This is an optimization exercise on Yosys and OpenROAD, whose aim is small area, not a production implementation.
Where RTL was checked, it was by simulation tests only, not by an equivalence proof against the original.
No activity file was given, so power comes from the tool's default toggle rates.

==> flow/design.v (excerpt) <==
module grid_astar_path_search_unit #(
  parameter int GRID_SIDE = 8
) (
  input  logic       clk,
  input  logic       rst_n,
  input  logic       in_valid,
  output logic       in_ready,
  input  logic       in_func,
  input  logic [2:0] in_cell_row,
  input  logic [2:0] in_cell_col,
  input  logic       in_blocked,
  input  logic [2:0] in_start_row,
  input  logic [2:0] in_start_col,
  input  logic [2:0] in_goal_row,
  input  logic [2:0] in_goal_col,
  output logic       out_valid,
  input  logic       out_ready,
  output logic [2:0] out_path_row,
  output logic [2:0] out_path_col,
  output logic       out_found,
  output logic       out_last
);
For scale: roughly 1100 cells after synthesis, roughly 540 flip-flops.
==> flow/config.mk <==
export PLATFORM = sky130hd
export DESIGN_NAME = grid_astar_path_search_unit
export DESIGN_NICKNAME = grid_astar_path_search_unit
export VERILOG_FILES = /design/flow/design.v
export SDC_FILE = /design/flow/constraint.sdc
export NUM_CORES = 4
export LEC_CHECK = 0
export ABC_AREA = 1
export CAP_MARGIN = 20
export CORE_MARGIN = 2
export CORE_UTILIZATION = 60
export CTS_BUF_LIST = sky130_fd_sc_hd__clkbuf_8
export CTS_CLUSTER_DIAMETER = 80
export CTS_CLUSTER_SIZE = 16
export SLEW_MARGIN = 20
==> flow/constraint.sdc <==
create_clock -name core_clock -period 8.0 [get_ports {clk}]
set_input_delay 1.6000 -clock core_clock [delete_from_list [all_inputs] [get_ports {clk}]]
set_output_delay 1.6000 -clock core_clock [all_outputs]
set_load 0.01 [all_outputs]
standard.sh (not shown) runs the stock make flow with config.mk's settings and CLKGATE_MAP_FILE= SYNTH_SCRIPT=/design/flow/synth_recipe.tcl, a recipe that flattens the netlist after the stock synthesis.
==> flow/flow/run.sh <==
#!/bin/bash
# The standard layout (standard.sh, unchanged synthesis) with two ORFS knobs set:
# the port buffers use the smallest buffer cell, and clock tree synthesis uses
# clkbuf_8 sink clusters without dummy balancing loads.
set -euo pipefail
export BUFFER_PORTS_ARGS="-buffer_cell sky130_fd_sc_hd__buf_1"
export CTS_ARGS="-sink_clustering_enable -repair_clock_nets -dont_use_dummy_load -buf_list sky130_fd_sc_hd__clkbuf_8 -sink_clustering_size 16 -sink_clustering_max_diameter 80"
bash standard.sh finish > flow.log 2>&1
The starting point ran to the end with no violations.
Next try:
==> flow/run.sh (new file) <==
#!/bin/bash
# synth_recipe.tcl (not shown) runs the flow's synth.tcl, then flattens the netlist and writes it again
# the make line also repeats each setting of config.mk as NAME=value (left out here)
make -C /OpenROAD-flow-scripts/flow DESIGN_CONFIG=/design/flow/config.mk WORK_HOME=/design/flow/orfs CLKGATE_MAP_FILE= SYNTH_SCRIPT=/design/flow/synth_recipe.tcl finish
removed: flow/flow/run.sh
removed: flow/standard.sh
The new run completed without violations.
Worst setup slack degrades by 480 ps.
Die area does not change.
Core utilization is higher by 1.3 points.
Via count is higher by 1.1%.
Maximum frequency is lower by 8.6%.
Global-route usage is lower by 0.19 points.
No run of this note included a check of the RTL's function; only the layout flow was run.

---

red:
grid_astar_path_search_unit, a different RTL version from the one above (not shown whole).
For scale: ~540 flip-flops, roughly 34 I/O pins, roughly 13,000 µm² of cells after synthesis.
export LEC_CHECK = 0
export ABC_AREA = 1
export ABC_CLOCK_PERIOD_IN_PS = 8000
export CAP_MARGIN = 20
export CORE_MARGIN = 2
export CORE_UTILIZATION = 60
export SLEW_MARGIN = 20
create_clock -name core_clock -period 8.0 [get_ports {clk}]
==> flow/flow/run.sh <==
#!/bin/bash
# The standard layout (standard.sh) with three changes:
# - synthesis runs synth_recipe.tcl unchanged except that ABC maps with an
#   area-oriented script (flow/synth_amap.tcl, flow/abc_area_amap.script);
# - the port buffers use the smallest buffer cell;
# - clock tree synthesis builds clkbuf_8 sink clusters without dummy loads.
set -euo pipefail
HERE=$(cd "$(dirname "$0")" && pwd)
export BUFFER_PORTS_ARGS="-buffer_cell sky130_fd_sc_hd__buf_1"
export CTS_ARGS="-sink_clustering_enable -repair_clock_nets -dont_use_dummy_load -buf_list sky130_fd_sc_hd__clkbuf_8 -sink_clustering_size 20 -sink_clustering_max_diameter 50"
bash standard.sh finish SYNTH_SCRIPT="$HERE/synth_amap.tcl" > flow.log 2>&1
==> flow/flow/abc_area_amap.script <==
strash
ifraig
dc2
strash
dch -f
amap
==> flow/flow/synth_amap.tcl <==
# The standard flow's synthesis script (synth_recipe.tcl, sourced unchanged) with one change:
# ABC maps for area with amap (flow/abc_area_amap.script) in place of ORFS's
# area script, which also buffers and upsizes gates.
set ::amap_script [file join [file dirname [file normalize [info script]]] abc_area_amap.script]
proc abc {args} {
  set i [lsearch -exact $args -script]
  if {$i >= 0} { lset args [expr {$i + 1}] $::amap_script }
  yosys abc {*}$args
}
source [file join [file dirname [file dirname [file normalize [info script]]]] synth_recipe.tcl]
The following lists how blue was set up differently from red:
--- a/flow/flow/run.sh
+++ b/flow/flow/run.sh
@@ -3,2 +3,2 @@
-# - synthesis runs synth_recipe.tcl unchanged except that ABC maps with an
-#   area-oriented script (flow/synth_amap.tcl, flow/abc_area_amap.script);
+# - synthesis runs synth_recipe.tcl unchanged except that ABC maps without
+#   its buffering and gate sizing steps (flow/synth_nosize.tcl);
@@ -11 +11 @@
-bash standard.sh finish SYNTH_SCRIPT="$HERE/synth_amap.tcl" > flow.log 2>&1
+bash standard.sh finish SYNTH_SCRIPT="$HERE/synth_nosize.tcl" > flow.log 2>&1
==> flow/flow/abc_area_nosize.script (new file) <==
strash
dch
map -B 0.9
topo
stime -c
==> flow/flow/synth_nosize.tcl (new file) <==
# The standard flow's synthesis script (synth_recipe.tcl, sourced unchanged) with one change:
# ABC maps with ORFS's area script minus its buffer/upsize/dnsize steps.
set ::nosize_script [file join [file dirname [file normalize [info script]]] abc_area_nosize.script]
proc abc {args} {
  set i [lsearch -exact $args -script]
  if {$i >= 0} { lset args [expr {$i + 1}] $::nosize_script }
  yosys abc {*}$args
}
source [file join [file dirname [file dirname [file normalize [info script]]]] synth_recipe.tcl]
removed: flow/flow/abc_area_amap.script
removed: flow/flow/synth_amap.tcl
blue against red: fraction of met1 tracks used by global routing went down by 0.95 points, number of global-route vias before repair +2.7%, first-pass GRT wire length lost about 1.5%. Diff blue and red: global-route usage lower in blue. blue went all the way through synthesis, placement and routing and the layout is clean on timing, DRC and antenna. red | stages: all done | timing, DRC, antenna: all pass. Taking blue over red, the number of non-clock inverters in the layout ratio works out to 1.6. blue against red: clock-buffer cell count went up; final total power went down; sequential share of power went up; number of library cell types mapped by synthesis went down. blue against red: non-filler instance count after layout increased 147, final area increased about 3%.
Here is what was changed in the inputs of green compared with blue.
==> flow/flow/run.sh <==
#!/bin/bash
# The standard layout (standard.sh, unchanged synthesis) with two ORFS knobs set:
# the port buffers use the smallest buffer cell, and clock tree synthesis
# builds sink clusters without dummy balancing loads.
set -euo pipefail
export BUFFER_PORTS_ARGS="-buffer_cell sky130_fd_sc_hd__buf_1"
export CTS_ARGS="-sink_clustering_enable -repair_clock_nets -dont_use_dummy_load -buf_list sky130_fd_sc_hd__clkbuf_8 -sink_clustering_size 20 -sink_clustering_max_diameter 50"
bash standard.sh finish > flow.log 2>&1
removed: flow/flow/abc_area_nosize.script
removed: flow/flow/synth_nosize.tcl
Results
The run showing the greater maximum frequency is green.
green against blue: horizontal extent of the die rose about 0.7%, growth of design area from synthesis to finish fell 0.41 points, core utilization fell 1.1 points, non-filler instance count after layout about even.
Between blue and green, the final cycle utilization of the critical path is higher for blue.
Gate count of the mapped netlist went up slightly going from blue to green.
The tightest slew margin relative to the limit in green sits 2.7 points above the value recorded for blue.
green ends up with higher die area than blue does.
Compared with blue, green shows a lower final clock skew.

-- what the ideal ports hide --
No port has a modelled driver above. Below, the same layouts with a new extraction and two added sets of constraints.
Step 1 sets driving cells, clkbuf_16 on the clock port and buf_2 on the other inputs (assumed; they add their load-dependent delay and slew).
Step 2 also shifts input and output timing later by t, the mid clock arrival at the registers, as if the neighbouring blocks saw the same clock.
a / b / c = no drivers / after step 1 / after step 2; a / b = the first two.
| run | t (ns) | setup slack, ns | cell pins on the clock port's net |
|---|---|---|---|
| the first run of note 1 | 0.575 | 2.923 / 2.882 / 3.457 | 1 |
| the second run of note 1 | 0.607 | 2.447 / 2.401 / 2.736 | 1 |
| red | 0.559 | 0.769 / 0.726 / 1.286 | 1 |
| blue | 0.562 | 2.207 / 2.162 / 2.724 | 1 |
| green | 0.567 | 3.040 / 2.996 / 3.563 | 1 |
After both steps every run listed still meets setup and hold.
